Context: an optimization exercise on an open-source flow, tuned for a short achievable clock period and few clock cycles per item. The choices shown serve that exercise and are no tape-out recipe. Only simulation tests tie the RTL to the original design; equivalence was not proved. Power and IR drop assume default switching activity.

[design/flow/config.mk]
export PLATFORM = sky130hd
export DESIGN_NAME = rs_core
export DESIGN_NICKNAME = rs_core
export VERILOG_FILES = /design/flow/design.v
export SDC_FILE = /design/flow/constraint.sdc
export NUM_CORES = 4
export LEC_CHECK = 0
export ABC_CLOCK_PERIOD_IN_PS = 4000
export CAP_MARGIN = 20
export CORE_ASPECT_RATIO = 0.5
export CORE_MARGIN = 2
export CORE_UTILIZATION = 40
export SETUP_SLACK_MARGIN = 5
export SLEW_MARGIN = 20
[design/flow/constraint.sdc]
create_clock -name core_clock -period 10.0 [get_ports {clk}]
set_input_delay 2.0000 -clock core_clock [delete_from_list [all_inputs] [get_ports {clk}]]
set_output_delay 2.0000 -clock core_clock [all_outputs]
set_load 0.01 [all_outputs]
[design/flow/design.v]
package tomasulo_pkg;
  localparam int WORD_W   = 32;
  localparam int NUM_REGS = 8;
  localparam int REG_AW   = 3;
  localparam int TAG_W    = 4;
  localparam int DIGITS   = WORD_W / 2;   
  localparam int NUM_ROWS = 6;            
  typedef logic [WORD_W-1:0]   word_t;
  typedef logic [REG_AW-1:0]   reg_addr_t;
  typedef logic [TAG_W-1:0]    tag_t;
  typedef logic [3*DIGITS-1:0] booth_t;   
  typedef enum logic [1:0] {
    OP_ADD  = 2'd0,
    OP_MUL  = 2'd1,
    OP_MV   = 2'd2,
    OP_HALT = 2'd3
  } op_t;
  function automatic logic [2*WORD_W-1:0] csa(input word_t x, input word_t y, input word_t z);
    word_t s, c;
    s = x ^ y ^ z;
    c = ((x & y) | (x & z) | (y & z)) << 1;
    csa = {c, s};
  endfunction
  function automatic booth_t booth(input word_t b);
    logic [WORD_W:0] bx;
    booth_t e;
    bx = {b, 1'b0};
    for (int i = 0; i < DIGITS; i++) begin
      e[3*i]   = bx[2*i+2];
      e[3*i+1] = bx[2*i+1] ^ bx[2*i];
      e[3*i+2] = (bx[2*i+2] & ~bx[2*i+1] & ~bx[2*i]) | (~bx[2*i+2] & bx[2*i+1] & bx[2*i]);
    end
    booth = e;
  endfunction
endpackage
module reg_status (
  input  logic                    clk,
  input  logic                    reset,
  output tomasulo_pkg::word_t  [tomasulo_pkg::NUM_REGS-1:0] rf_val,
  output tomasulo_pkg::booth_t [tomasulo_pkg::NUM_REGS-1:0] rf_enc,
  input  logic                    iss_en,
  input  logic                    iss_imm_mv,
  input  tomasulo_pkg::reg_addr_t iss_reg,
  input  tomasulo_pkg::word_t     iss_data,
  input  logic                    wb_valid,
  input  tomasulo_pkg::reg_addr_t wb_reg,
  input  tomasulo_pkg::word_t     wb_data,
  input  tomasulo_pkg::reg_addr_t rd_addr,
  output tomasulo_pkg::tag_t      rd_tag,
  output tomasulo_pkg::word_t     rd_data
);
  tomasulo_pkg::word_t               rf [0:tomasulo_pkg::NUM_REGS-1];
  logic [tomasulo_pkg::NUM_REGS-1:0] pend;
  always_comb begin
    for (int r = 0; r < tomasulo_pkg::NUM_REGS; r++) begin
      rf_val[r] = rf[r];
      rf_enc[r] = tomasulo_pkg::booth(rf[r]);
    end
  end
  assign rd_tag  = {{(tomasulo_pkg::TAG_W-1){1'b0}}, pend[rd_addr]};
  assign rd_data = rf[rd_addr];
  always_ff @(posedge clk) begin
    if (reset) begin
      for (int r = 0; r < tomasulo_pkg::NUM_REGS; r++) begin
        rf[r]   <= '0;
        pend[r] <= 1'b0;
      end
    end else begin
      for (int r = 0; r < tomasulo_pkg::NUM_REGS; r++) begin
        if (wb_valid && wb_reg == tomasulo_pkg::reg_addr_t'(r)) begin
          rf[r]   <= wb_data;
          pend[r] <= 1'b0;
        end
        if (iss_en && iss_reg == tomasulo_pkg::reg_addr_t'(r)) begin
          if (iss_imm_mv) rf[r] <= iss_data;
          pend[r] <= !iss_imm_mv;
        end
      end
    end
  end
endmodule
module res_station (
  input  logic                          clk,
  input  logic                          reset,
  input  logic                          alloc,
  input  tomasulo_pkg::op_t             op,
  input  tomasulo_pkg::reg_addr_t       dst,
  input  tomasulo_pkg::reg_addr_t       src1,
  input  tomasulo_pkg::reg_addr_t       src2,
  input  logic                          has_imm,
  input  tomasulo_pkg::word_t           imm,
  output logic                          disp_valid,
  output tomasulo_pkg::reg_addr_t       disp_dst,
  output logic [tomasulo_pkg::NUM_REGS-1:0] disp_a_sel,   
  output logic [tomasulo_pkg::NUM_REGS-1:0] disp_b_sel,   
  output logic                          disp_b_imm,       
  output logic [tomasulo_pkg::NUM_REGS-1:0] disp_m_sel,   
  output logic                          disp_m_imm,       
  output logic                          disp_m_one,       
  output tomasulo_pkg::word_t           disp_imm,
  output tomasulo_pkg::booth_t          disp_imm_enc
);
  logic is_mul, is_add;
  assign is_mul = (op == tomasulo_pkg::OP_MUL);
  assign is_add = (op == tomasulo_pkg::OP_ADD);
  always_ff @(posedge clk) begin
    if (reset) disp_valid <= 1'b0;
    else       disp_valid <= alloc;
  end
  always_ff @(posedge clk) begin
    disp_dst <= dst;
    for (int r = 0; r < tomasulo_pkg::NUM_REGS; r++) begin
      disp_a_sel[r] <= (src1 == tomasulo_pkg::reg_addr_t'(r));
      disp_b_sel[r] <= is_add && !has_imm && (src2 == tomasulo_pkg::reg_addr_t'(r));
      disp_m_sel[r] <= is_mul && !has_imm && (src2 == tomasulo_pkg::reg_addr_t'(r));
    end
    disp_b_imm   <= is_add && has_imm;
    disp_m_imm   <= is_mul && has_imm;
    disp_m_one   <= !is_mul;
    disp_imm     <= imm;
    disp_imm_enc <= tomasulo_pkg::booth(imm);
  end
endmodule
module exec_units (
  input  logic                    clk,
  input  logic                    reset,
  input  logic                    in_valid,
  input  tomasulo_pkg::reg_addr_t in_dst,
  input  tomasulo_pkg::word_t  [tomasulo_pkg::NUM_REGS-1:0] rf_val,
  input  tomasulo_pkg::booth_t [tomasulo_pkg::NUM_REGS-1:0] rf_enc,
  input  logic [tomasulo_pkg::NUM_REGS-1:0] a_sel,
  input  logic [tomasulo_pkg::NUM_REGS-1:0] b_sel,
  input  logic                    b_imm,
  input  logic [tomasulo_pkg::NUM_REGS-1:0] m_sel,
  input  logic                    m_imm,
  input  logic                    m_one,
  input  tomasulo_pkg::word_t     imm,
  input  tomasulo_pkg::booth_t    imm_enc,
  output logic                    wb_valid,
  output tomasulo_pkg::reg_addr_t wb_reg,
  output tomasulo_pkg::word_t     wb_data
);
  localparam int W = tomasulo_pkg::WORD_W;
  localparam int N = tomasulo_pkg::DIGITS;
  localparam int R = tomasulo_pkg::NUM_ROWS;
  tomasulo_pkg::word_t  a, brow;
  tomasulo_pkg::booth_t enc;
  always_comb begin
    a    = '0;
    brow = b_imm ? imm : '0;
    enc  = (m_imm ? imm_enc : '0) | (m_one ? tomasulo_pkg::booth_t'(3'b010) : '0);
    for (int r = 0; r < tomasulo_pkg::NUM_REGS; r++) begin
      a    = a    | (a_sel[r] ? rf_val[r] : '0);
      brow = brow | (b_sel[r] ? rf_val[r] : '0);
      enc  = enc  | (m_sel[r] ? rf_enc[r] : '0);
    end
  end
  tomasulo_pkg::word_t pp [0:N+1];
  always_comb begin
    pp[N]   = '0;
    pp[N+1] = brow;
    for (int i = 0; i < N; i++) begin
      logic neg, one, two;
      tomasulo_pkg::word_t mag;
      neg = enc[3*i];
      one = enc[3*i+1];
      two = enc[3*i+2];
      mag = ({W{one}} & a) | ({W{two}} & (a << 1));
      pp[i] = ({W{neg}} ^ mag) << (2*i);
      pp[N][2*i] = neg;
    end
  end
  tomasulo_pkg::word_t l1 [0:11];
  tomasulo_pkg::word_t l2 [0:7];
  tomasulo_pkg::word_t l3 [0:5];
  always_comb begin
    for (int k = 0; k < 6; k++)
      {l1[2*k+1], l1[2*k]} = tomasulo_pkg::csa(pp[3*k], pp[3*k+1], pp[3*k+2]);
    for (int k = 0; k < 4; k++)
      {l2[2*k+1], l2[2*k]} = tomasulo_pkg::csa(l1[3*k], l1[3*k+1], l1[3*k+2]);
    {l3[1], l3[0]} = tomasulo_pkg::csa(l2[0], l2[1], l2[2]);
    {l3[3], l3[2]} = tomasulo_pkg::csa(l2[3], l2[4], l2[5]);
    l3[4] = l2[6];
    l3[5] = l2[7];
  end
  logic                    s2_valid;
  tomasulo_pkg::reg_addr_t s2_dst;
  tomasulo_pkg::word_t     s2_row [0:R-1];
  always_ff @(posedge clk) begin
    if (reset) s2_valid <= 1'b0;
    else       s2_valid <= in_valid;
  end
  always_ff @(posedge clk) begin
    s2_dst <= in_dst;
    for (int k = 0; k < R; k++) s2_row[k] <= l3[k];
  end
  tomasulo_pkg::word_t l4 [0:3];
  tomasulo_pkg::word_t l5 [0:2];
  tomasulo_pkg::word_t l6 [0:1];
  always_comb begin
    {l4[1], l4[0]} = tomasulo_pkg::csa(s2_row[0], s2_row[1], s2_row[2]);
    {l4[3], l4[2]} = tomasulo_pkg::csa(s2_row[3], s2_row[4], s2_row[5]);
    {l5[1], l5[0]} = tomasulo_pkg::csa(l4[0], l4[1], l4[2]);
    l5[2] = l4[3];
    {l6[1], l6[0]} = tomasulo_pkg::csa(l5[0], l5[1], l5[2]);
  end
  assign wb_valid = s2_valid;
  assign wb_reg   = s2_dst;
  assign wb_data  = l6[0] + l6[1];
endmodule
module issue_ctrl (
  input  logic clk,
  input  logic reset,
  input  logic req,
  output logic ack,
  output logic fire
);
  logic ack_q;
  always_ff @(posedge clk) begin
    if (reset) ack_q <= 1'b0;
    else       ack_q <= req;
  end
  assign ack  = ack_q;
  assign fire = req && !ack_q && !reset;
endmodule
module rs_core (
  input  logic                    clk,
  input  logic                    reset,
  input  logic                    req,
  input  tomasulo_pkg::op_t       op,
  input  tomasulo_pkg::reg_addr_t dst,
  input  tomasulo_pkg::reg_addr_t src1,
  input  tomasulo_pkg::reg_addr_t src2,
  input  logic                    has_imm,
  input  tomasulo_pkg::word_t     imm,
  output logic                    ack,
  input  tomasulo_pkg::reg_addr_t rd_addr,
  output tomasulo_pkg::tag_t      rd_tag,
  output tomasulo_pkg::word_t     rd_data
);
  localparam int NR = tomasulo_pkg::NUM_REGS;
  logic fire, imm_mv, is_exec;
  tomasulo_pkg::word_t  [NR-1:0] rf_val;
  tomasulo_pkg::booth_t [NR-1:0] rf_enc;
  logic                    disp_valid, disp_b_imm, disp_m_imm, disp_m_one;
  tomasulo_pkg::reg_addr_t disp_dst;
  logic [NR-1:0]           disp_a_sel, disp_b_sel, disp_m_sel;
  tomasulo_pkg::word_t     disp_imm;
  tomasulo_pkg::booth_t    disp_imm_enc;
  logic                    wb_valid;
  tomasulo_pkg::reg_addr_t wb_reg;
  tomasulo_pkg::word_t     wb_data;
  issue_ctrl issue (.clk, .reset, .req, .ack, .fire);
  assign imm_mv  = (op == tomasulo_pkg::OP_MV) && has_imm;
  assign is_exec = (op != tomasulo_pkg::OP_HALT) && !imm_mv;
  reg_status status (
    .clk, .reset, .rf_val, .rf_enc,
    .iss_en(fire && (op != tomasulo_pkg::OP_HALT)), .iss_imm_mv(imm_mv), .iss_reg(dst), .iss_data(imm),
    .wb_valid, .wb_reg, .wb_data,
    .rd_addr, .rd_tag, .rd_data
  );
  res_station rs (
    .clk, .reset, .alloc(fire && is_exec),
    .op, .dst, .src1, .src2, .has_imm, .imm,
    .disp_valid, .disp_dst, .disp_a_sel, .disp_b_sel, .disp_b_imm,
    .disp_m_sel, .disp_m_imm, .disp_m_one, .disp_imm, .disp_imm_enc
  );
  exec_units units (
    .clk, .reset,
    .in_valid(disp_valid), .in_dst(disp_dst),
    .rf_val, .rf_enc,
    .a_sel(disp_a_sel), .b_sel(disp_b_sel), .b_imm(disp_b_imm),
    .m_sel(disp_m_sel), .m_imm(disp_m_imm), .m_one(disp_m_one),
    .imm(disp_imm), .imm_enc(disp_imm_enc),
    .wb_valid, .wb_reg, .wb_data
  );
endmodule
[design/flow/flow/run.sh]
#!/bin/bash
# The standard layout with two changes:
#  - after the standard synthesis, the read port (rd_addr -> rd_data, rd_tag)
#    is rebuilt as a decoded AND-OR mux (flow/rdmux.tcl, same function);
#  - the read-port pins are grouped on one edge (flow/pins.tcl).
# Each tool's output goes to a log file of its own in this folder.
set -e
export FLOWDIR=$PWD/flow
export RESULTS_DIR=$PWD/orfs/results/$FLOW_PLATFORM/rs_core/base
export LIB_FILE=$FLOW_HOME/platforms/$FLOW_PLATFORM/lib/sky130_fd_sc_hd__tt_025C_1v80.lib
bash standard.sh synth > synth.log 2>&1
openroad -no_init -exit $FLOWDIR/eco.tcl > eco.log 2>&1
export PRE_IO_PLACEMENT_TCL=$FLOWDIR/pins.tcl
bash standard.sh SETUP_SLACK_MARGIN=5.4 finish > standard.log 2>&1
[design/flow/flow/eco.tcl]
# Replace the read-port logic of the standard synthesis result in place.
set R $::env(RESULTS_DIR)
read_db $R/1_synth.odb
read_liberty $::env(LIB_FILE)
source $::env(FLOWDIR)/rdmux.tcl
write_db $R/1_synth.odb
[design/flow/flow/pins.tcl]
# Read-port pins packed into the middle of the top edge, the address pins at
# the centre, so that the read mux, its inputs and its outputs sit together.
set block [ord::get_db_block]
set die [$block getDieArea]
set w [expr {[$die xMax] / 1000.0}]
set names {}
for {set b 0} {$b < 16} {incr b} { lappend names "rd_data\[$b\]" }
lappend names "rd_tag\[0\]" "rd_tag\[1\]" "rd_addr\[0\]" "rd_addr\[1\]" "rd_addr\[2\]" "rd_tag\[2\]" "rd_tag\[3\]"
for {set b 16} {$b < 32} {incr b} { lappend names "rd_data\[$b\]" }
set x0 [expr {int($w * 0.3)}]
set x1 [expr {int($w * 0.7)}]
puts "read-port pins: [llength $names] on top:$x0-$x1"
set_io_pin_constraint -pin_names $names -region top:$x0-$x1 -group -order
[design/flow/flow/rdmux.tcl]
# Rebuild the read port (rd_data, rd_tag[0]) of the synthesized netlist as a
# one-hot AND-OR mux: rd_addr is decoded by one and3 per register (four times, each for a quarter of the bits), then
# per bit four a22oi and a nand4. The logic function is unchanged; only the
# gates between rd_addr / the register outputs and the ports are replaced.
set db    [ord::get_db]
set block [ord::get_db_block]

proc master {name} {
  set m [$::db findMaster "sky130_fd_sc_hd__$name"]
  if {$m eq "NULL" || $m eq ""} { error "rdmux: no cell $name" }
  return $m
}
proc net_of_port {name} {
  set bt [$::block findBTerm $name]
  if {$bt eq "NULL" || $bt eq ""} { error "rdmux: no port $name" }
  return [$bt getNet]
}
proc find_net {name} {
  set n [$::block findNet $name]
  if {$n eq "NULL" || $n eq ""} { error "rdmux: no net $name" }
  return $n
}
proc drv_iterm {net} {
  foreach it [$net getITerms] {
    if {[[$it getMTerm] getIoType] eq "OUTPUT"} { return $it }
  }
  return ""
}

set targets {}
for {set b 0} {$b < 32} {incr b} { lappend targets "rd_data\[$b\]" }
lappend targets "rd_tag\[0\]"
set target_nets {}
foreach t $targets { lappend target_nets [net_of_port $t] }

# cone of combinational cells behind the targets
set cone [dict create]
set work $target_nets
set seen [dict create]
while {[llength $work]} {
  set net [lindex $work 0]; set work [lrange $work 1 end]
  set nn [$net getName]
  if {[dict exists $seen $nn]} continue
  dict set seen $nn 1
  set d [drv_iterm $net]
  if {$d eq ""} continue
  set inst [$d getInst]
  if {[[$inst getMaster] isSequential]} continue
  dict set cone [$inst getName] $inst
  foreach it [$inst getITerms] {
    if {[[$it getMTerm] getIoType] eq "INPUT" && [$it getNet] ne "NULL" && [$it getNet] ne ""} {
      lappend work [$it getNet]
    }
  }
}
# keep only cells whose outputs feed nothing but the cone and the targets
set tnames {}
foreach n $target_nets { lappend tnames [$n getName] }
set changed 1
while {$changed} {
  set changed 0
  foreach name [dict keys $cone] {
    set inst [dict get $cone $name]
    set ok 1
    foreach it [$inst getITerms] {
      if {[[$it getMTerm] getIoType] ne "OUTPUT"} continue
      set net [$it getNet]
      if {$net eq "NULL" || $net eq ""} continue
      foreach l [$net getITerms] {
        if {$l eq $it} continue
        if {![dict exists $cone [[$l getInst] getName]]} { set ok 0 }
      }
      foreach bt [$net getBTerms] {
        if {[lsearch -exact $tnames [$net getName]] < 0} { set ok 0 }
      }
    }
    if {!$ok} { dict unset cone $name; set changed 1 }
  }
}
puts "rdmux: removing [dict size $cone] cells"
set dead_nets {}
foreach name [dict keys $cone] {
  set inst [dict get $cone $name]
  foreach it [$inst getITerms] {
    set net [$it getNet]
    if {$net ne "NULL" && $net ne "" && [[$it getMTerm] getIoType] eq "OUTPUT" && [lsearch -exact $tnames [$net getName]] < 0} { lappend dead_nets $net }
  }
  odb::dbInst_destroy $inst
}
foreach net [lsort -unique $dead_nets] {
  if {[llength [$net getITerms]] == 0 && [llength [$net getBTerms]] == 0} { odb::dbNet_destroy $net }
}

set k 0
proc cell {mname conns} {
  global k block
  set inst [odb::dbInst_create $block [master $mname] "rdmux_$k"]
  incr k
  foreach {pin net} $conns {
    set it [$inst findITerm $pin]
    if {$it eq "NULL" || $it eq ""} { error "rdmux: $mname has no pin $pin" }
    $it connect $net
  }
  return $inst
}
proc new_net {} {
  global k block
  set n [odb::dbNet_create $block "rdmux_n$k"]
  incr k
  return $n
}

set a0 [net_of_port "rd_addr\[0\]"]
set a1 [net_of_port "rd_addr\[1\]"]
set a2 [net_of_port "rd_addr\[2\]"]
# both polarities of the address, then one and3 per register and quarter of the bits
set an0 [new_net]; set an1 [new_net]; set an2 [new_net]
cell inv_4 [list A $a0 Y $an0]
cell inv_4 [list A $a1 Y $an1]
cell inv_4 [list A $a2 Y $an2]
set pol(0,0) $an0; set pol(0,1) $a0
set pol(1,0) $an1; set pol(1,1) $a1
set pol(2,0) $an2; set pol(2,1) $a2
for {set h 0} {$h < 4} {incr h} {
  for {set r 0} {$r < 8} {incr r} {
    set sel($h,$r) [new_net]
    cell and3_4 [list A $pol(0,[expr {$r & 1}]) B $pol(1,[expr {($r >> 1) & 1}]) C $pol(2,[expr {($r >> 2) & 1}]) X $sel($h,$r)]
  }
}

# register outputs, found by the register cells' names
set qnet [dict create]
foreach inst [$block getInsts] {
  set n [string map {"\\" ""} [$inst getName]]
  if {[regexp {^status\.rf\[(\d+)\]\[(\d+)\]\$} $n -> r b]} {
    dict set qnet "rf $r $b" [[$inst findITerm Q] getNet]
  } elseif {[regexp {^status\.pend\[(\d+)\]\$} $n -> r]} {
    dict set qnet "pend $r" [[$inst findITerm Q] getNet]
  }
}
puts "rdmux: [dict size $qnet] register outputs"

for {set b 0} {$b <= 32} {incr b} {
  for {set r 0} {$r < 8} {incr r} {
    if {$b < 32} { set key "rf $r $b" } else { set key "pend $r" }
    if {![dict exists $qnet $key]} { error "rdmux: no register for $key" }
    set dq($r) [dict get $qnet $key]
  }
  set out [lindex $target_nets $b]
  set y {}
  for {set q 0} {$q < 4} {incr q} {
    set n [new_net]
    set r0 [expr {2*$q}]; set r1 [expr {2*$q+1}]
    set h [expr {$b < 32 ? $b / 8 : 3}]
    cell a22oi_1 [list A1 $sel($h,$r0) A2 $dq($r0) B1 $sel($h,$r1) B2 $dq($r1) Y $n]
    lappend y $n
  }
  cell nand4_2 [list A [lindex $y 0] B [lindex $y 1] C [lindex $y 2] D [lindex $y 3] Y $out]
}
puts "rdmux: added [expr {$k}] objects"
[design/flow/standard.sh]
#!/bin/bash
# synth_recipe.tcl (not shown) runs the flow's synth.tcl, then flattens the netlist and writes it again
# the make line also repeats each setting of config.mk as NAME=value (left out here)
make -C /OpenROAD-flow-scripts/flow DESIGN_CONFIG=/design/flow/config.mk WORK_HOME=/design/flow/orfs CLKGATE_MAP_FILE= SYNTH_SCRIPT=/design/flow/synth_recipe.tcl "${@:-finish}"
==> results.cfg, run 1 <==
[min_path]
min_from = rs.disp_dst[1]
hold_end = units.s2_dst[1]
whs_path_depth = 0
hp-class = flip-flop to flip-flop

[layout]
area_growth_pct = 17.3
fill_cells = 9551
regArea_um2 = 10300
final_nets = 5223
final_util_pct = 47.7
drive_above_1_share_pct = 18.0
multi_input_area_um2 = 29400

[worst_setup_path]
ff2ff_setup_slack_ns = 5.46
crit_required_ns = 8.00
start_kind = input port
critPathArrivalTime_ns = 3.06
path_class = input port to output pin
cp_max_fo = 8
worstSetupEndpointType = output pin
reg2reg_from = units.s2_row[2][16]
r2r_cells = 15
worstReg2RegEnd = status.rf[1][24]

[global_route]
use_met3_pct = 17.4
grt.met2_usage_pct = 53.5
grt_use_met1_pct = 52.5
grt.total_usage_pct = 39.5
grt_pass1_vias = 41200
grt_max_degree = 115
antenna_found_initial = 9
grt_pass1_wl_um = 304000
grt-busiest-layer = met2
overflow = 0

[synthesis]
ys.warnings.count = 13
syn-mean-instance-area_um2 = 8.21
syn_area_um2 = 41000
netlist_instances = 4998

[clocking]
tritoncts = done
clk_latency_ns = 0.67
clk_pin_slew_ns = 0.06
cts_max_path_buffers = 3
clock_sinks = 503
cts-htree-levels = 2
cts-root-buf = clkbuf_16
cts_buffers = 53

[pwr]
p_leak_nw = 18.1
max-vdd-ir-drop_uv = 178
power_density_nw_per_um2 = 141

[die]
core-area_um2 = 101000
num_rows = 82
start_util_pct = 40.7
die_area_um2 = 105000
die_w_um = 457
fp.dieH_um = 230
io_pins = 87

[detailed_routing]
wl_um = 221000
drt_pass1_iterations = 13
final_antenna_net_count = 0
wl_per_cell_um = 35.6
via_per_inst = 7.11
drc_errors = 0
drtIter0Drc = 8974
vias = 44200

[place]
port_buffers = 83
dpl.hpwl_um = 138000
gp_congestion = 0.987

[timing]
finalMaxSlewViolations = 0
clock.fmax_mhz = 198
setup_viol = 0
hold_viol_final = 0
min_period_ns = 5.06
tightest_slew_ns = 1.27
fin_skew_ns = 0.0321
fin_setup_tns_ns = 0
post-route-period-util_pct = 50.6
grt_setup_unrepaired = true
max_slew_margin_pct = 15.7

[flow_run]
maxCapViolCount = 0

[run_status]
outcome = timing/DRC/antenna clean
## cells in the final DEF (no fill, tap or decap), types with 43 or more instances in the layout
master / count
a211oi_1: 125
a21oi_1: 130
a221oi_1: 47
a222oi_1: 74
a22oi_1: 240
a22oi_2: 126
a311oi_1: 64
buf_4: 174
buf_6: 43
clkbuf_16: 59
clkdlybuf4s50_1: 46
dfxtp_1: 369
dfxtp_2: 101
fa_1: 225
ha_1: 112
inv_1: 299
nand2_1: 355
nand2b_1: 64
nand3_1: 83
nand3b_1: 48
nor2_1: 372
nor3_1: 59
nor3b_1: 44
o211ai_1: 56
o21ai_0: 222
o22ai_1: 260
xnor2_1: 269
xor2_1: 175
## final cells by class
cell class | count | area share (%)
clock inverters | 28 | 0.751
repair buffers | 339 | 7.57
multi-input cells | 3607 | 61.0
diodes | 6 | 0.0312
clock buffers | 71 | 3.06
flip-flops and latches | 503 | 21.4
well taps | 1344 | 3.49
inverters | 317 | 2.60
## worst max-delay path, stage by stage
cell and delay [ns]:
buf_16 0.13, buf_4 0.14, and3_4 0.21, a22oi_2 0.19, nand4_4 0.21, buf_6 0.18
## sequential cells by signal, indices dropped and copies added, names as in the netlist
signal,count
units.s2_dst,3
issue.ack_q,1
rs.disp_a_sel,8
rs.disp_b_sel,8
rs.disp_m_sel,8
rs.disp_imm,15
status.pend,8
units.s2_valid,1
rs.disp_dst,3
units.s2_row,140
rs.disp_imm_enc,48
rs.disp_b_imm,1
status.rf,256
rs.disp_m_imm,1
rs.disp_valid,1
rs.disp_m_one,1
## routing by layer
layer	routed length (µm)	share of wire (%)
met1	83600	38
met2	83800	38
met3	39300	18
met4	13900	6.3
met5	508	0.23
## worst max-delay path by stage
| stage | start | to | slack (ns) | cells after the start |
|---|---|---|---|---|
| after global placement | rd_addr[2] | rd_data[12] | 3.44 | 6 |
| after global routing | rd_addr[0] | rd_data[14] | 4.94 | 6 |
| after floorplan | rd_addr[2] | rd_data[31] | 5.42 | 4 |
| after detailed placement | rd_addr[2] | rd_data[14] | 3.40 | 6 |
| after CTS | rd_addr[0] | rd_data[26] | 4.95 | 7 |
| final | rd_addr[0] | rd_data[14] | 4.94 | 6 |
## through the flow
stage          hold slack [ns]  power, W  instances  instance area, µm²  setup WS (ns)
3_3_place_gp             0.314   0.00394       5958               42500           3.44
5_1_grt                  0.340   0.00698       6210               48100           4.94
3_5_place_dp             0.315   0.00396       5958               42500           3.40
4_1_cts                  0.330   0.00643       6103               46200           4.95
6_report                 0.327   0.00680       6215               48100           4.94
2_1_floorplan            0.310   0.00324       5000               41000           5.42
## report_power, final
group / internal [W] / switching [W]
clock network: 0.00122 / 0.00101
registers: 0.00209 / 0.0000894
logic: 0.000865 / 0.00153
total: 0.00417 / 0.00263
## timing repair
item,in CTS,in global routing
hold buffers,0,0
pin swaps,55,73
cloned,7,11
setup buffers,39,95
endpoints found under the setup margin,165,160
resized for setup,458,278
Testbench counts, summed over its fixed seeds: cycles 6,480, instrs 3,280.
==> run 2: changes to the inputs <==
--- a/design/flow/flow/run.sh
+++ b/design/flow/flow/run.sh
@@ -11,4 +11,4 @@
 bash standard.sh synth > synth.log 2>&1
 openroad -no_init -exit $FLOWDIR/eco.tcl > eco.log 2>&1
 export PRE_IO_PLACEMENT_TCL=$FLOWDIR/pins.tcl
-bash standard.sh SETUP_SLACK_MARGIN=5.4 finish > standard.log 2>&1
+bash standard.sh > standard.log 2>&1
--- a/design/flow/config.mk
+++ b/design/flow/config.mk
@@ -7,7 +7,6 @@
 export LEC_CHECK = 0
 export ABC_CLOCK_PERIOD_IN_PS = 4000
 export CAP_MARGIN = 20
-export CORE_ASPECT_RATIO = 0.5
 export CORE_MARGIN = 2
 export CORE_UTILIZATION = 40
 export SETUP_SLACK_MARGIN = 5
==> run 2 against run 1 <==
  * Still clean on timing, DRC and antenna
  * Sequential share of layout area is 0.49 points higher
  * Non-clock buffer count down 119
  * Core utilization decreased by 2.5 points
  * Hold slack worse by 0.00062 ns
  * Largest power group is now the clock network
==> results.cfg, run 2 <==
[worst_setup_path]
worstSetupEndpointType = output pin
ff2ff_setup_slack_ns = 4.97
critPathArrivalTime_ns = 3.10
worstReg2RegEnd = units.s2_row[0][31]
start_kind = input port
reg2reg_from = rs.disp_m_sel[0]
path_class = input port to output pin
cp_max_fo = 17
r2r_cells = 16
crit_required_ns = 8.00

[layout]
final_common_cell = dfxtp_1
final_nets = 5109
fill_cells = 9831
fin_area_um2 = 46000
reg_top3 = status.rf: 256 flops, units.s2_row: 140 flops, rs.disp_imm_enc: 48 flops
drive_above_1_share_pct = 11.9
top_register = status.rf
largest_reg_flops = 256
final_cell_mix = dfxtp_1 (492), nor2_1 (372), nand2_1 (357), inv_1 (302), xnor2_1 (273)
area_growth_pct = 12.1

[detailed_routing]
drt_pass1_iterations = 13
wl_per_cell_um = 32.6
vias = 42400
wl_um = 200000
drtIter0Drc = 7223
via_per_inst = 6.91
final_antenna_net_count = 0
drc_errors = 0

[timing]
fin_skew_ns = 0.0364
setup_viol = 0
finalMaxSlewViolations = 0
fin_setup_tns_ns = 0
max_slew_margin_pct = 17.5
min_period_ns = 5.10
clock.fmax_mhz = 196
post-route-period-util_pct = 51.0
tightest_slew_ns = 1.23
hold_viol_final = 0
grt_setup_unrepaired = true

[global_route]
overflow = 0
grt_max_degree = 88
antenna_found_initial = 14
grt.total_usage_pct = 37.1
grt_pass1_vias = 39700
grt_pass1_wl_um = 285000

[clocking]
cts-htree-levels = 2
clock_sinks = 503
clk_latency_ns = 0.67
cts_buffers = 58
clk_pin_slew_ns = 0.06
tritoncts = done
cts_max_path_buffers = 3
cts-root-buf = clkbuf_16

[die]
io_pins = 87
start_util_pct = 40.3
die_w_um = 324
fp.dieH_um = 324
core-area_um2 = 102000
num_rows = 117
die_area_um2 = 105000

[place]
dpl.hpwl_um = 128000
post_dp_cell_area_um2 = 42500
port_buffers = 83
gp_congestion = 1.02

[run_status]
outcome = timing/DRC/antenna clean

[pwr]
power_density_nw_per_um2 = 143
max-vdd-ir-drop_uv = 153
swShare_pct = 37.2
netSwitchingPower_w = 0.00245
p_leak_nw = 17.3
clkPwrFrac_pct = 35.5
pwr-share-comb_pct = 31.3
p_seq_share_pct = 33.2
internal_power_w = 0.00414

[min_path]
min_from = rs.disp_dst[1]
whs_path_depth = 0
hp-class = flip-flop to flip-flop
hold_end = units.s2_dst[1]

[synthesis]
netlist_instances = 4998
syn_area_um2 = 41000
syn-mean-instance-area_um2 = 8.21
ys.warnings.count = 13

[flow_run]
maxCapViolCount = 0
==> run 2: per-stage QoR <==
step                setup WS, ns  util [%]  power, W  cells  hold WS (ns)
floorplan                   5.39         -   0.00324   5000         0.310
global placement            3.49      41.8   0.00391   5987         0.311
detailed placement          3.46      41.8   0.00392   5987         0.315
CTS                         4.87      44.7   0.00638   6107         0.328
global route                4.88      45.2   0.00678   6122         0.332
finish                      4.90      45.2   0.00659   6127         0.326
==> run 2: timing repair <==
item | CTS | global route
setup buffers | 7 | 12
pin swaps | 28 | 20
cloned | 6 | 2
hold buffers | 0 | 0
setup endpoints to repair | 94 | 117
gates resized for setup | 290 | 69
==> run 2: area by class of cell <==
class                      count  area [µm²]  area share [%]
sequential                   503       10100            21.9
antenna                        5        12.5          0.0272
timing repair buffer         220        2120            4.62
tap                         1368        1710            3.72
inverter                     317        1240            2.70
clock buffer                  73        1620            3.52
multi-input combinational   3607       28800            62.6
clock inverter                34         412           0.895
==> run 2: power by group through the flow <==
stage               sequential, W  combinational, W  clock (W)
floorplan                 0.00217           0.00107          0
global route              0.00219           0.00219    0.00241
finish                    0.00218           0.00206    0.00234
CTS                       0.00218           0.00186    0.00234
global placement          0.00222           0.00169          0
detailed placement        0.00222           0.00170          0
==> run 2: worst max-delay path by stage <==
stage	startpoint	end	slack (ns)	cells after the start
floorplan	rs.disp_m_sel[0]	units.s2_row[0][31]	5.39	19
CTS	rd_addr[2]	rd_data[4]	4.87	6
detailed placement	rd_addr[2]	rd_data[4]	3.46	6
global placement	rd_addr[2]	rd_data[11]	3.49	6
finish	rd_addr[2]	rd_data[11]	4.90	7
global route	rd_addr[2]	rd_data[9]	4.88	6
==> run 2: layer usage <==
metal  routed length, µm  track usage (%)
met2               78700             51.2
met5                 155            0.324
met3               30600             16.1
met1               72900             46.0
met4               17400             25.9
==> run 2: critical path: stages <==
cell,delay [ns]
buf_16,0.12
inv_12,0.06
and3_4,0.21
buf_4,0.14
a22oi_2,0.19
nand4_4,0.19
buf_6,0.18
==> run 3: changes to the inputs <==
==> design/flow/flow/run.sh (replaced) <==
#!/bin/bash
# The standard layout with these changes:
#  - after the standard synthesis, the read port (rd_addr -> rd_data, rd_tag)
#    is rebuilt as a decoded AND-OR mux (flow/rdmux.tcl, same function);
#  - the read-port pins are grouped on one edge (flow/pins.tcl);
#  - timing repair aims at 5.4 ns of setup slack instead of 5.
# Each tool's output goes to a log file of its own in this folder.
set -e
export FLOWDIR=$PWD/flow
export RESULTS_DIR=$PWD/orfs/results/$FLOW_PLATFORM/rs_core/base
export LIB_FILE=$FLOW_HOME/platforms/$FLOW_PLATFORM/lib/sky130_fd_sc_hd__tt_025C_1v80.lib
bash standard.sh synth > synth.log 2>&1
openroad -no_init -exit $FLOWDIR/eco.tcl > eco.log 2>&1
export PRE_IO_PLACEMENT_TCL=$FLOWDIR/pins.tcl
bash standard.sh SETUP_SLACK_MARGIN=5.4 finish > standard.log 2>&1
--- a/design/flow/config.mk
+++ b/design/flow/config.mk
@@ -6,8 +6,9 @@
 export NUM_CORES = 4
 export LEC_CHECK = 0
 export ABC_CLOCK_PERIOD_IN_PS = 4000
-export CAP_MARGIN = 20
+export CAP_MARGIN = 40
+export CORE_ASPECT_RATIO = 0.5
 export CORE_MARGIN = 2
 export CORE_UTILIZATION = 40
 export SETUP_SLACK_MARGIN = 5
-export SLEW_MARGIN = 20
+export SLEW_MARGIN = 40
==> run 3 against run 2 <==
  * Clock skew is 0.00093 ns higher
  * Largest cell class unchanged
  * Non-clock buffer count up 71
  * Hold slack improved by 0.0040 ns
  * Largest power group unchanged
  * Critical path type unchanged
==> results.cfg, run 3 <==
[run_status]
outcome = timing/DRC/antenna clean

[clocking]
cts_max_path_buffers = 3
tritoncts = done
cts-htree-levels = 2
clock_sinks = 503
clk_latency_ns = 0.67
clk_pin_slew_ns = 0.06
cts_buffers = 53
cts-root-buf = clkbuf_16

[layout]
top_register = status.rf
reg_top3 = status.rf: 256 flops, units.s2_row: 140 flops, rs.disp_imm_enc: 48 flops
final_util_pct = 47.4
area_growth_pct = 16.6
final_cell_mix = dfxtp_1 (373), nor2_1 (369), nand2_1 (355), inv_1 (299), xnor2_1 (267)
fin_area_um2 = 47800
largest_reg_flops = 256
fill_cells = 9534
drive_above_1_share_pct = 17.3
final_common_cell = dfxtp_1
final_nets = 5181

[flow_run]
maxCapViolCount = 0

[pwr]
power_w = 0.00676
p_leak_nw = 17.9
max-vdd-ir-drop_uv = 166
power_density_nw_per_um2 = 141

[timing]
grt_setup_unrepaired = true
hold_viol_final = 0
tightest_slew_ns = 1.07
min_period_ns = 5.09
setup_viol = 0
worst_slack_ns = 4.91
post-route-period-util_pct = 50.9
max_slew_margin_pct = 28.7
fin_setup_tns_ns = 0
fin_skew_ns = 0.0373
clock.fmax_mhz = 197
finalMaxSlewViolations = 0

[detailed_routing]
drc_errors = 0
drt_pass1_iterations = 13
drtIter0Drc = 8391
wl_um = 219000
wl_per_cell_um = 35.5
vias = 43700
final_antenna_net_count = 0
via_per_inst = 7.09

[global_route]
grt_max_degree = 132
grt_pass1_wl_um = 306000
antenna_found_initial = 12
overflow = 0
grt.total_usage_pct = 39.9
grt_pass1_vias = 41100

[synthesis]
netlist_instances = 4998
syn-mean-instance-area_um2 = 8.21
syn_area_um2 = 41000
ys.warnings.count = 13

[worst_setup_path]
reg2reg_from = rs.disp_m_sel[6]
cp_max_fo = 8
start_kind = input port
critPathArrivalTime_ns = 3.09
worstSetupEndpointType = output pin
critPathLaunch = rd_addr[0]
path_class = input port to output pin
crit_required_ns = 8.00

[die]
core-area_um2 = 101000
start_util_pct = 40.7
io_pins = 87
die_w_um = 457
num_rows = 82
fp.dieH_um = 230
die_area_um2 = 105000

[min_path]
min_from = rs.disp_dst[2]
hp-class = flip-flop to flip-flop

[place]
place_ws_ns = 3.36
post_dp_cell_area_um2 = 42900
gp_congestion = 0.989
dpl.hpwl_um = 141000
port_buffers = 83
-- run 3: cell count changes in the layout (fill, tap and decap cells not counted), sizes merged, moves of 3 or more --
cell      before  now
buf          161  238
clkinvlp      11    3
and3          46   51
clkinv        16   11
clkbuf        81   77
diode          5    8
inv          316  319
-- run 3: final timing paths --
path                          to  cells past startpoint  slack, ns
max                  rd_data[12]                      6       4.91
min              units.s2_dst[2]                      0       0.33
max reg2reg  units.s2_row[0][31]                     17       5.43
min reg2reg      units.s2_dst[2]                      0       0.33
-- run 3: per-stage QoR --
stage | instances | hold WS [ns]
after global placement | 5962 | 0.314
final | 6171 | 0.330
after CTS | 6105 | 0.336
after floorplan | 5000 | 0.310
after global routing | 6165 | 0.346
after detailed placement | 5973 | 0.315
-- run 3: critical path: stages --
cell     delay (ns)
buf_16         0.13
buf_6          0.12
and3_4         0.21
a22oi_2        0.22
nand4_4        0.21
buf_6          0.18
-- run 3: cell type report --
type	count	area (µm²)	area share, %
multi-input cells	3612	29400	61.6
flip-flops and latches	503	10300	21.5
repair buffers	291	3210	6.72
well taps	1344	1680	3.52
clock buffers	70	1500	3.14
inverters	317	1250	2.61
clock inverters	25	410	0.858
diodes	8	20.0	0.0419
repair inverters	1	8.76	0.0183
-- run 3: timing repair --
item	in CTS	in global routing
setup endpoints to repair	143	157
cloned	14	5
resized for setup	440	258
buffers inserted	23	53
hold buffers	0	0
pin swaps	57	68
-- run 3: metal layers --
metal / up-vias / track usage (%) / routed length [µm]
met2: 3906 / 52.8 / 81900
met3: 964 / 19.4 / 38800
met4: 16 / 21.2 / 14300
li1: 17400 / - / -
met5: - / 0.226 / 111
met1: 21400 / 52.5 / 84200
-- run 3: report_power, final --
group	switching (W)	internal, W
clock	0.000995	0.00131
combinational	0.00145	0.000818
sequential	0.0000926	0.00209
total	0.00254	0.00422
==> run 4: changes to the inputs <==
--- a/design/flow/config.mk
+++ b/design/flow/config.mk
@@ -9,6 +9,6 @@
 export CAP_MARGIN = 40
 export CORE_ASPECT_RATIO = 0.5
 export CORE_MARGIN = 2
-export CORE_UTILIZATION = 40
+export CORE_UTILIZATION = 50
 export SETUP_SLACK_MARGIN = 5
 export SLEW_MARGIN = 40
==> run 4 against run 3 <==
  * Final cell count fell by 3.7%
  * Still clean
  * Critical path depth grew 1
  * Combinational power grew 7%
  * Core utilization is 11 points higher
  * Maximum frequency hardly changed
==> results.cfg, run 4 <==
[run_status]
outcome = timing/DRC/antenna clean

[detailed_routing]
vias = 43300
drc_errors = 0
final_antenna_net_count = 0
via_per_inst = 7.29
wl_um = 211000
drt_pass1_iterations = 10
wl_per_cell_um = 35.5
drtIter0Drc = 7881

[worst_setup_path]
path_class = input port to output pin
start_kind = input port
cpMaxStageDelayCell = and3_4
r2r_cells = 16
worstSetupEndpointType = output pin
crit_required_ns = 8.00
critPathArrivalTime_ns = 3.09
cp_max_fo = 7
crit_top_cell = buf_6
slowest_delay_ns = 0.22
path_cells = buf_16 > inv_16 > and3_4 > buf_6 > a22oi_2 > nand4_4 > buf_6

[timing]
max_slew_margin_pct = 35.5
min_period_ns = 5.09
fin_skew_ns = 0.0429
grt_setup_unrepaired = true
finalMaxSlewViolations = 0
setup_viol = 0
tightest_slew_ns = 0.964
clock.fmax_mhz = 197
post-route-period-util_pct = 50.9
hold_viol_final = 0
fin_setup_tns_ns = 0

[layout]
final_common_cell = dfxtp_1
area_growth_pct = 15.5
largest_reg_flops = 256
reg_top3 = status.rf: 256 flops, units.s2_row: 140 flops, rs.disp_imm_enc: 48 flops
fill_cells = 7179
fin_area_um2 = 47400
final_nets = 5194
top_register = status.rf
final_cell_mix = dfxtp_1 (385), nor2_1 (373), nand2_1 (355), inv_1 (299), xnor2_1 (263)
drive_above_1_share_pct = 17.3

[min_path]
hp-class = flip-flop to flip-flop
whs_path_depth = 0

[global_route]
grt.total_usage_pct = 48.1
overflow = 0
antenna_found_initial = 10
grt_pass1_wl_um = 294000
grt_pass1_vias = 40200
grt_max_degree = 128

[pwr]
max-vdd-ir-drop_uv = 206
p_leak_nw = 17.9
power_density_nw_per_um2 = 143

[die]
io_pins = 87
core-area_um2 = 81400
die_w_um = 409
die_area_um2 = 84500
num_rows = 74
start_util_pct = 50.4
fp.dieH_um = 207

[synthesis]
syn-mean-instance-area_um2 = 8.21
ys.warnings.count = 13
syn_area_um2 = 41000
netlist_instances = 4998

[place]
post_dp_cell_area_um2 = 42500
gp_congestion = 0.987
dpl.hpwl_um = 136000
port_buffers = 83

[clocking]
cts_max_path_buffers = 3
cts-htree-levels = 2
cts_buffers = 51
clk_pin_slew_ns = 0.06
cts-root-buf = clkbuf_16
clk_latency_ns = 0.66
ctsHoldBuffers = 0
clock_sinks = 503
tritoncts = done

[flow_run]
maxCapViolCount = 0
-- run 4: timing repair --
action / CTS / global route
pin swaps: 51 / 80
endpoints found under the setup margin: 173 / 163
gates cloned: 15 / 4
gates resized for setup: 447 / 216
setup buffers: 31 / 47
-- run 4: report_power, final --
| group | switching [W] | total (W) | internal, W |
|---|---|---|---|
| Clock | 0.000979 | 0.00216 | 0.00118 |
| Combinational | 0.00164 | 0.00244 | 0.000794 |
| Sequential | 0.0000870 | 0.00218 | 0.00209 |
-- run 4: area by class of cell --
type                    instances  area [µm²]  share of cell area (%)
repair buffers                310        3400                    7.17
repair inverters                2        17.5                  0.0370
clock inverters                27         365                   0.771
inverters                     317        1260                    2.65
flip-flops and latches        503       10300                    21.7
multi-input cells            3607       29300                    61.8
diodes                         12        30.0                  0.0634
clock buffers                  62        1390                    2.93
well taps                    1102        1380                    2.91
-- run 4: metrics by stage --
step	power (W)	utilization [%]	cells	setup WS, ns	hold WS, ns
2_1_floorplan	0.00324	-	5000	5.42	0.310
3_3_place_gp	0.00408	51.9	5735	3.48	0.317
3_5_place_dp	0.00414	52.3	5742	3.44	0.318
4_1_cts	0.00639	56.6	5877	4.94	0.333
5_1_grt	0.00694	58.2	5934	4.91	0.342
6_report	0.00677	58.2	5942	4.91	0.329
-- run 4: critical path: cells and delay by family --
family / cells / cell delay [ns]
buffers and inverters: 4 / 0.47
and+or+nand+nor: 2 / 0.39
AOI/OAI and AO/OA: 1 / 0.21
-- run 4: worst paths after layout --
check / startpoint / endpoint / slack [ns]
max: rd_addr[0] / rd_data[29] / 4.91
min: rs.disp_dst[0] / units.s2_dst[0] / 0.33
max reg2reg: units.s2_row[0][13] / status.rf[2][30] / 5.46
min reg2reg: rs.disp_dst[0] / units.s2_dst[0] / 0.33
-- run 4: routing by layer --
layer	GRT usage (%)	wire, µm
met4	21.5	11200
met1	62.8	81400
met5	1.50	757
met3	26.6	38600
met2	64.0	79300
==> run 5: changes to the inputs <==
--- a/design/flow/flow/rdmux.tcl
+++ b/design/flow/flow/rdmux.tcl
@@ -1,5 +1,5 @@
 # Rebuild the read port (rd_data, rd_tag[0]) of the synthesized netlist as a
-# one-hot AND-OR mux: rd_addr is decoded by one and3 per register (four times, each for a quarter of the bits), then
+# one-hot AND-OR mux: rd_addr is decoded by one and3 per register (eight times, each for four of the bits), then
 # per bit four a22oi and a nand4. The logic function is unchanged; only the
 # gates between rd_addr / the register outputs and the ports are replaced.
 set db    [ord::get_db]
@@ -113,15 +113,15 @@
 set a0 [net_of_port "rd_addr\[0\]"]
 set a1 [net_of_port "rd_addr\[1\]"]
 set a2 [net_of_port "rd_addr\[2\]"]
-# both polarities of the address, then one and3 per register and quarter of the bits
+# both polarities of the address, then one and3 per register and group of four bits
 set an0 [new_net]; set an1 [new_net]; set an2 [new_net]
-cell inv_4 [list A $a0 Y $an0]
-cell inv_4 [list A $a1 Y $an1]
-cell inv_4 [list A $a2 Y $an2]
+cell inv_8 [list A $a0 Y $an0]
+cell inv_8 [list A $a1 Y $an1]
+cell inv_8 [list A $a2 Y $an2]
 set pol(0,0) $an0; set pol(0,1) $a0
 set pol(1,0) $an1; set pol(1,1) $a1
 set pol(2,0) $an2; set pol(2,1) $a2
-for {set h 0} {$h < 4} {incr h} {
+for {set h 0} {$h < 8} {incr h} {
   for {set r 0} {$r < 8} {incr r} {
     set sel($h,$r) [new_net]
     cell and3_4 [list A $pol(0,[expr {$r & 1}]) B $pol(1,[expr {($r >> 1) & 1}]) C $pol(2,[expr {($r >> 2) & 1}]) X $sel($h,$r)]
@@ -151,7 +151,7 @@
   for {set q 0} {$q < 4} {incr q} {
     set n [new_net]
     set r0 [expr {2*$q}]; set r1 [expr {2*$q+1}]
-    set h [expr {$b < 32 ? $b / 8 : 3}]
+    set h [expr {$b < 32 ? $b / 4 : 7}]
     cell a22oi_1 [list A1 $sel($h,$r0) A2 $dq($r0) B1 $sel($h,$r1) B2 $dq($r1) Y $n]
     lappend y $n
   }
--- a/design/flow/config.mk
+++ b/design/flow/config.mk
@@ -9,6 +9,6 @@
 export CAP_MARGIN = 40
 export CORE_ASPECT_RATIO = 0.5
 export CORE_MARGIN = 2
-export CORE_UTILIZATION = 50
+export CORE_UTILIZATION = 40
 export SETUP_SLACK_MARGIN = 5
 export SLEW_MARGIN = 40
==> run 5 against run 4 <==
  * Still clean
  * Count of clock-buffer cells in the layout is 8 higher
  * Design area is 0.99% higher
  * Area after synthesis is 0.92% higher
  * Global-route usage is 8.3 points lower
  * Final cell count is 4.6% higher
  * Sequential power hardly changed
  * First-iteration DRC count hardly changed
  * Total power is 0.97% lower
  * Synthesized cell count is 0.64% higher
  * Die area is 26% higher
  * Sequential cell count stayed put
  * Routed wire length is 4.1% higher
  * Highest routed layer unchanged
==> results.cfg, run 5 <==
[min_path]
whs_path_depth = 0
hp-class = flip-flop to flip-flop

[die]
start_util_pct = 40.3
die_w_um = 459
io_pins = 87
num_rows = 83
core-area_um2 = 103000
fp.dieH_um = 231
die_area_um2 = 106000

[timing]
hold_viol_final = 0
finalMaxSlewViolations = 0
setup_viol = 0
fin_setup_tns_ns = 0
post-route-period-util_pct = 51.9
grt_setup_unrepaired = true
max_slew_margin_pct = 32.6
clock.fmax_mhz = 193
fin_skew_ns = 0.0621
min_period_ns = 5.19
tightest_slew_ns = 1.01

[global_route]
grt_max_degree = 103
grt.total_usage_pct = 39.9
antenna_found_initial = 14
grt_pass1_vias = 41000
overflow = 0
grt_pass1_wl_um = 307000

[detailed_routing]
via_per_inst = 7.03
wl_um = 220000
drt_pass1_iterations = 14
wl_per_cell_um = 35.4
drc_errors = 0
final_antenna_net_count = 0
drtIter0Drc = 7888
vias = 43700

[pwr]
p_leak_nw = 17.9
power_density_nw_per_um2 = 140
max-vdd-ir-drop_uv = 160

[worst_setup_path]
crit_required_ns = 8.00
critPathArrivalTime_ns = 3.19
path_cells = buf_12 > buf_12 > inv_12 > and3_4 > a22oi_2 > nand4_2 > buf_6
start_kind = input port
cpMaxStageDelayCell = and3_4
cp_max_fo = 32
crit_top_cell = buf_12
worstSetupEndpointType = output pin
slowest_delay_ns = 0.23
r2r_cells = 15
path_class = input port to output pin

[clocking]
clk_latency_ns = 0.71
cts-htree-levels = 2
ctsHoldBuffers = 0
tritoncts = done
clk_pin_slew_ns = 0.06
cts-root-buf = clkbuf_16
clock_sinks = 503
cts_buffers = 54
cts_max_path_buffers = 3

[layout]
drive_above_1_share_pct = 17.3
final_nets = 5204
fin_area_um2 = 47800
final_cell_mix = dfxtp_1 (393), nor2_1 (371), nand2_1 (356), inv_1 (299), xnor2_1 (265)
reg_top3 = status.rf: 256 flops, units.s2_row: 140 flops, rs.disp_imm_enc: 48 flops
largest_reg_flops = 256
area_growth_pct = 15.6
final_common_cell = dfxtp_1
fill_cells = 9829
top_register = status.rf

[synthesis]
netlist_instances = 5030
syn_area_um2 = 41400
syn-mean-instance-area_um2 = 8.23
ys.warnings.count = 13

[place]
gp_congestion = 0.976
port_buffers = 83
dpl.hpwl_um = 140000
post_dp_cell_area_um2 = 43300

[flow_run]
maxCapViolCount = 0

[run_status]
outcome = timing/DRC/antenna clean
run 5: layer usage:
layer	vias up	share of wire, %	wire (µm)	global-route usage (%)
li1	17500	-	-	-
met1	21300	39	85500	52.9
met2	3993	38	83700	52.8
met3	845	17	37200	18.7
met4	10	6.1	13400	21.0
met5	-	0.048	106	0.498
run 5: final cells by class:
cell class | count | area, µm² | share of cell area [%]
Timing Repair Buffer | 289 | 3100 | 6.47
Sequential cell | 503 | 10300 | 21.4
Clock inverter | 31 | 319 | 0.667
Multi-Input combinational cell | 3637 | 29700 | 62.0
Clock buffer | 70 | 1520 | 3.18
Tap cell | 1360 | 1700 | 3.56
Inverter | 317 | 1250 | 2.62
Antenna cell | 7 | 17.5 | 0.0366
run 5: worst max-delay path, delay by kind of cell:
family | cells | cell delay (ns)
simple gates | 2 | 0.44
buf+inv | 4 | 0.52
compound gates | 1 | 0.19
run 5: where the power goes:
part | total (W) | internal, W | switching [W]
combinational | 0.00233 | 0.000791 | 0.00154
clock | 0.00220 | 0.00119 | 0.00101
sequential | 0.00218 | 0.00209 | 0.0000865
total | 0.00671 | 0.00407 | 0.00264
run 5: timing repair:
item	in CTS	in global routing
gates resized for setup	424	205
gates cloned	5	2
pin swaps	40	73
buffers inserted	30	46
endpoints found under the setup margin	159	154
run 5: path summary, 6_finish.rpt:
| kind | slack, ns | endpoint | start |
|---|---|---|---|
| worst min-delay path | 0.33 | units.s2_dst[0] | rs.disp_dst[0] |
| worst max register to register | 5.37 | status.rf[5][29] | units.s2_row[1][7] |
| worst min register to register | 0.33 | units.s2_dst[0] | rs.disp_dst[0] |
| worst max-delay path | 4.81 | rd_data[3] | rd_addr[2] |
run 5: per-stage QoR:
step	worst slack [ns]	total power, W	instances	util (%)	hold slack, ns
final	4.81	0.00671	6214	46.6	0.328
after global routing	4.81	0.00690	6209	46.6	0.328
after CTS	4.80	0.00642	6159	45.5	0.327
after detailed placement	3.16	0.00405	6023	42.2	0.313
after global placement	3.13	0.00398	6011	41.8	0.313
after floorplan	5.43	0.00325	5032	-	0.310
==> run 6: changes to the inputs <==
--- a/design/flow/flow/rdmux.tcl
+++ b/design/flow/flow/rdmux.tcl
@@ -1,5 +1,5 @@
 # Rebuild the read port (rd_data, rd_tag[0]) of the synthesized netlist as a
-# one-hot AND-OR mux: rd_addr is decoded by one and3 per register (eight times, each for four of the bits), then
+# one-hot AND-OR mux: rd_addr is decoded by one and3 per register (four times, each for a quarter of the bits, each with inverters of its own), then
 # per bit four a22oi and a nand4. The logic function is unchanged; only the
 # gates between rd_addr / the register outputs and the ports are replaced.
 set db    [ord::get_db]
@@ -113,15 +113,14 @@
 set a0 [net_of_port "rd_addr\[0\]"]
 set a1 [net_of_port "rd_addr\[1\]"]
 set a2 [net_of_port "rd_addr\[2\]"]
-# both polarities of the address, then one and3 per register and group of four bits
-set an0 [new_net]; set an1 [new_net]; set an2 [new_net]
-cell inv_8 [list A $a0 Y $an0]
-cell inv_8 [list A $a1 Y $an1]
-cell inv_8 [list A $a2 Y $an2]
-set pol(0,0) $an0; set pol(0,1) $a0
-set pol(1,0) $an1; set pol(1,1) $a1
-set pol(2,0) $an2; set pol(2,1) $a2
-for {set h 0} {$h < 8} {incr h} {
+# for each quarter of the bits: its own inverters of the address, then one
+# and3 per register
+for {set h 0} {$h < 4} {incr h} {
+  set pol(0,1) $a0; set pol(1,1) $a1; set pol(2,1) $a2
+  foreach i {0 1 2} a [list $a0 $a1 $a2] {
+    set pol($i,0) [new_net]
+    cell inv_4 [list A $a Y $pol($i,0)]
+  }
   for {set r 0} {$r < 8} {incr r} {
     set sel($h,$r) [new_net]
     cell and3_4 [list A $pol(0,[expr {$r & 1}]) B $pol(1,[expr {($r >> 1) & 1}]) C $pol(2,[expr {($r >> 2) & 1}]) X $sel($h,$r)]
@@ -151,10 +150,10 @@
   for {set q 0} {$q < 4} {incr q} {
     set n [new_net]
     set r0 [expr {2*$q}]; set r1 [expr {2*$q+1}]
-    set h [expr {$b < 32 ? $b / 4 : 7}]
-    cell a22oi_1 [list A1 $sel($h,$r0) A2 $dq($r0) B1 $sel($h,$r1) B2 $dq($r1) Y $n]
+    set h [expr {$b < 32 ? $b / 8 : 3}]
+    cell a22oi_2 [list A1 $sel($h,$r0) A2 $dq($r0) B1 $sel($h,$r1) B2 $dq($r1) Y $n]
     lappend y $n
   }
-  cell nand4_2 [list A [lindex $y 0] B [lindex $y 1] C [lindex $y 2] D [lindex $y 3] Y $out]
+  cell nand4_4 [list A [lindex $y 0] B [lindex $y 1] C [lindex $y 2] D [lindex $y 3] Y $out]
 }
 puts "rdmux: added [expr {$k}] objects"
==> run 6 against run 5 <==
  * Still clean
  * Worst setup slack gained 0.16 ns
  * Global-route usage is 2.5 points lower
  * Sequential power barely moved
  * Hold slack better by 0.0062 ns
  * Area after synthesis increased by 1.5%
  * Maximum frequency up 3.2%
  * First-iteration DRC count increased by 1.1%
  * Die area is 1.5% higher
  * Combinational power hardly changed
  * Sequential share of layout area fell by 0.14 points
  * Clock skew is 0.040 ns lower
  * Critical endpoint is now rd_data[12]
  * Largest power group unchanged
==> results.cfg, run 6 <==
[detailed_routing]
vias = 43300
wl_per_cell_um = 33.7
drtIter0Drc = 7975
drt_pass1_iterations = 10
wl_um = 210000
final_antenna_net_count = 0
via_per_inst = 6.93
drc_errors = 0

[worst_setup_path]
cp_top_family = simple AND/OR/NAND/NOR gates
critPathArrivalTime_ns = 3.03
cp_max_fo = 8
start_kind = input port
cp_num_buf_inv = 3
path_cells = buf_16 > inv_4 > and3_4 > a22oi_2 > nand4_4 > buf_6
path_class = input port to output pin
slowest_delay_ns = 0.24
crit_required_ns = 8.00
cpMaxStageDelayCell = and3_4
worstSetupEndpointType = output pin

[layout]
final_common_cell = dfxtp_1
largest_reg_flops = 256
drive_above_1_share_pct = 17.5
area_growth_pct = 14.5
top_register = status.rf
final_cells = 6242
final_cell_mix = dfxtp_1 (388), nor2_1 (372), nand2_1 (356), inv_1 (299), xnor2_1 (267)
final_nets = 5196
fin_area_um2 = 48100
reg_top3 = status.rf: 256 flops, units.s2_row: 140 flops, rs.disp_imm_enc: 48 flops

[global_route]
grt_pass1_wl_um = 296000
grt_pass1_vias = 41500
overflow = 0
grt.total_usage_pct = 37.4
grt_max_degree = 148
antenna_found_initial = 14

[place]
gp_congestion = 0.985
dp_cells = 6037
place_ws_ns = 4.23
port_buffers = 83
post_dp_cell_area_um2 = 43800
dpl.hpwl_um = 136000

[pwr]
p_leak_nw = 18.0
power_w = 0.00675
power_density_nw_per_um2 = 140
max-vdd-ir-drop_uv = 180

[timing]
finalMaxSlewViolations = 0
fin_skew_ns = 0.0224
max_slew_margin_pct = 32.4
fin_setup_tns_ns = 0
min_period_ns = 5.03
tightest_slew_ns = 1.01
worst_slack_ns = 4.97
clock.fmax_mhz = 199
hold_viol_final = 0
grt_setup_unrepaired = true
setup_viol = 0
post-route-period-util_pct = 50.3

[die]
fp.dieH_um = 233
start_util_pct = 40.7
die_w_um = 462
io_pins = 87
core-area_um2 = 103000
die_area_um2 = 108000
num_rows = 83

[clocking]
clock_sinks = 503
cts-htree-levels = 2
tritoncts = done
cts-root-buf = clkbuf_16
cts_buffers = 53
clk_latency_ns = 0.68
cts_max_path_buffers = 3
clk_pin_slew_ns = 0.06

[synthesis]
syn_area_um2 = 42000
syn-mean-instance-area_um2 = 8.39
ys.warnings.count = 13
netlist_instances = 5007

[flow_run]
maxCapViolCount = 0

[min_path]
hp-class = flip-flop to flip-flop

[run_status]
outcome = timing/DRC/antenna clean
run 6: cell type report:
| class | instances | area, µm² |
|---|---|---|
| Fill cell | 9804 | 55200 |
| Tap cell | 1402 | 1750 |
| Antenna cell | 4 | 10.0 |
| Multi-Input combinational cell | 3606 | 29500 |
| Clock buffer | 71 | 1530 |
| Inverter | 326 | 1290 |
| Clock inverter | 26 | 369 |
| Timing Repair Buffer | 304 | 3380 |
| Sequential cell | 503 | 10200 |
run 6: path summary, 6_finish.rpt:
kind                       start                to  slack (ns)  depth (start not counted)
max                   rd_addr[1]       rd_data[12]        4.97                          6
min               rs.disp_dst[0]   units.s2_dst[0]        0.33                          0
max reg2reg  units.s2_row[0][15]  status.rf[6][23]        5.42                         16
min reg2reg       rs.disp_dst[0]   units.s2_dst[0]        0.33                          0
run 6: layer usage:
metal / global-route usage (%) / part of all wire (%) / wire length [µm]
met3: 16.8 / 17 / 35600
met2: 51.1 / 39 / 81100
met1: 48.2 / 38 / 80200
met5: 0.713 / 0.087 / 183
met4: 21.1 / 6.3 / 13300
run 6: timing repair:
item | CTS | global route
gates cloned | 9 | 3
pin swaps | 97 | 117
hold buffers | 0 | 0
hold endpoints to repair | 0 | 0
gates resized for setup | 331 | 187
setup buffers | 47 | 41
endpoints found under the setup margin | 188 | 176
run 6: power by group:
group | internal, W | leakage (nW) | switching [W]
logic | 0.000801 | 12.9 | 0.00150
clock network | 0.00128 | 0.942 | 0.000983
registers | 0.00209 | 4.16 | 0.0000893
total | 0.00418 | 18.0 | 0.00257
run 6: per-stage QoR:
step                hold slack [ns]  util (%)
floorplan                     0.310         -
global placement              0.315      42.2
detailed placement            0.320      42.4
CTS                           0.339      45.4
global route                  0.347      46.6
finish                        0.334      46.6
==> run 7: changes to the inputs <==
--- a/design/flow/config.mk
+++ b/design/flow/config.mk
@@ -10,5 +10,6 @@
 export CORE_ASPECT_RATIO = 0.5
 export CORE_MARGIN = 2
 export CORE_UTILIZATION = 40
+export GPL_ROUTABILITY_DRIVEN = 0
 export SETUP_SLACK_MARGIN = 5
 export SLEW_MARGIN = 40
==> run 7 against run 6 <==
  * Still clean on timing, DRC and antenna
  * Core utilization about the same
  * Via count grew 1.4%
  * Non-clock buffer count is 14 lower
  * Design area hardly changed
  * Clock power about the same
  * Largest power group unchanged
==> results.cfg, run 7 <==
[die]
num_rows = 83
core-area_um2 = 103000
io_pins = 87
start_util_pct = 40.7
fp.dieH_um = 233
die_area_um2 = 108000
die_w_um = 462

[clocking]
clk_latency_ns = 0.68
cts_buffers = 53
ctsHoldBuffers = 0
cts_max_path_buffers = 3
clk_pin_slew_ns = 0.06
tritoncts = done
clock_sinks = 503
cts-root-buf = clkbuf_16
cts-htree-levels = 2

[synthesis]
syn_area_um2 = 42000
netlist_instances = 5007
syn-mean-instance-area_um2 = 8.39
ys.warnings.count = 13

[worst_setup_path]
crit_required_ns = 8.00
slowest_delay_ns = 0.23
start_kind = input port
cpMaxStageDelayCell = and3_4
cp_max_fo = 8
critPathArrivalTime_ns = 3.03
path_cells = buf_16 > inv_8 > and3_4 > a22oi_2 > nand4_4 > buf_6
worstSetupEndpointType = output pin
path_class = input port to output pin

[pwr]
p_leak_nw = 18.0
netSwitchingPower_w = 0.00255
clkPwrFrac_pct = 33.5
internal_power_w = 0.00419
max-vdd-ir-drop_uv = 155
pwr-share-comb_pct = 34.2
p_seq_share_pct = 32.3
power_density_nw_per_um2 = 140
swShare_pct = 37.8

[layout]
final_nets = 5189
top_register = status.rf
final_cell_mix = dfxtp_1 (384), nor2_1 (371), nand2_1 (356), inv_1 (300), xnor2_1 (269)
final_common_cell = dfxtp_1
reg_top3 = status.rf: 256 flops, units.s2_row: 140 flops, rs.disp_imm_enc: 48 flops
fin_area_um2 = 48200
drive_above_1_share_pct = 17.8
area_growth_pct = 14.6
final_cells = 6237
largest_reg_flops = 256
final_util_pct = 46.6

[timing]
fin_skew_ns = 0.0457
clock.fmax_mhz = 199
fin_setup_tns_ns = 0
max_slew_margin_pct = 24.1
min_period_ns = 5.03
finalMaxSlewViolations = 0
hold_viol_final = 0
tightest_slew_ns = 1.14
post-route-period-util_pct = 50.3
grt_setup_unrepaired = true
setup_viol = 0
holdWs_ns = 0.329

[detailed_routing]
drc_errors = 0
final_antenna_net_count = 0
vias = 43900
drtIter0Drc = 8161
via_per_inst = 7.04
drt_pass1_iterations = 12
wl_um = 206000
wl_per_cell_um = 33.1

[global_route]
grt.total_usage_pct = 36.4
antenna_found_initial = 13
grt_pass1_wl_um = 293000
grt_pass1_vias = 42000
grt_max_degree = 140
overflow = 0

[place]
dpl.hpwl_um = 129000
port_buffers = 83
post_dp_cell_area_um2 = 43800
dp_cells = 6038

[flow_run]
maxCapViolCount = 0

[min_path]
hp-class = flip-flop to flip-flop

[run_status]
outcome = timing/DRC/antenna clean
-- run 7: repair_timing --
action / 4_1_cts / 5_1_grt
cloned: 18 / 6
setup endpoints to repair: 155 / 150
resized for setup: 333 / 202
buffers inserted: 21 / 49
hold endpoints to repair: 0 / 0
pin swaps: 108 / 128
-- run 7: critical path: cells and delay by family --
kind            cells  cell delay, ns
simple gates        2            0.43
buf+inv             3            0.37
compound gates      1            0.22
-- run 7: metal layers --
metal	wire length, µm	GRT usage (%)	up-vias
met1	74900	46.1	21100
met3	38300	18.0	1090
met5	330	0	-
met2	77800	49.0	4208
met4	15100	22.1	12
li1	-	-	17500
-- run 7: metrics by stage --
step / power, W / setup WS (ns)
floorplan: 0.00325 / 5.45
global placement: 0.00390 / 3.57
detailed placement: 0.00396 / 4.27
CTS: 0.00637 / 5.00
global route: 0.00692 / 4.96
finish: 0.00674 / 4.97
-- run 7: area by class of cell --
cell class,instances,area (µm²)
inverter,326,1280
tap,1402,1750
multi-input combinational,3613,29700
clock inverter,28,374
timing repair buffer,290,3260
fill,9774,55200
sequential,503,10300
antenna,7,17.5
clock buffer,68,1510
-- run 7: path summary, 6_finish.rpt --
check                 startpoint  cells after the start                to  slack, ns
min reg2reg       rs.disp_dst[1]                      0   units.s2_dst[1]       0.33
max                   rd_addr[1]                      6       rd_data[10]       4.97
max reg2reg  units.s2_row[0][15]                     15  status.rf[4][29]       5.43
min               rs.disp_dst[1]                      0   units.s2_dst[1]       0.33
-- run 7: power by group through the flow --
stage | sequential [W] | combinational (W) | clock (W)
floorplan | 0.00217 | 0.00108 | 0
global placement | 0.00222 | 0.00168 | 0
detailed placement | 0.00222 | 0.00174 | 0
CTS | 0.00217 | 0.00195 | 0.00224
global route | 0.00218 | 0.00241 | 0.00233
finish | 0.00218 | 0.00231 | 0.00226

==> re-timing with driven ports <==
No port has a modelled driver above. Below, the same layouts with a new extraction and two added sets of constraints. Step 1 assumes that a clkbuf_16 drives the clock port and a buf_2 every other input. Step 2, shift: input delay + t, output delay - t, t = (earliest + latest rising clock arrival at the registers) / 2. This alone moves slack from input paths to output paths. a / b / c = ideal / step 1 / step 2; a / b = the first two.
| run | t, ns | setup WS [ns] | worst data-port slew with drivers (ns) |
|---|---|---|---|
| run 1 | 0.723 | 4.939 / 4.697 / 4.697 | 0.28 |
| run 2 | 0.724 | 4.897 / 4.622 / 4.614 | 0.31 |
| run 3 | 0.728 | 4.914 / 4.678 / 4.678 | 0.28 |
| run 4 | 0.716 | 4.913 / 4.646 / 4.646 | 0.30 |
| run 5 | 0.752 | 4.811 / 4.746 / 4.746 | 0.20 |
| run 6 | 0.738 | 4.973 / 4.710 / 4.710 | 0.28 |
| run 7 | 0.733 | 4.966 / 4.694 / 4.694 | 0.31 |
After both steps every run listed still meets setup and hold. For run 2, which loses most, drivers alone change the setup slack by -0.275 ns; drivers and shift together by -0.283 ns.
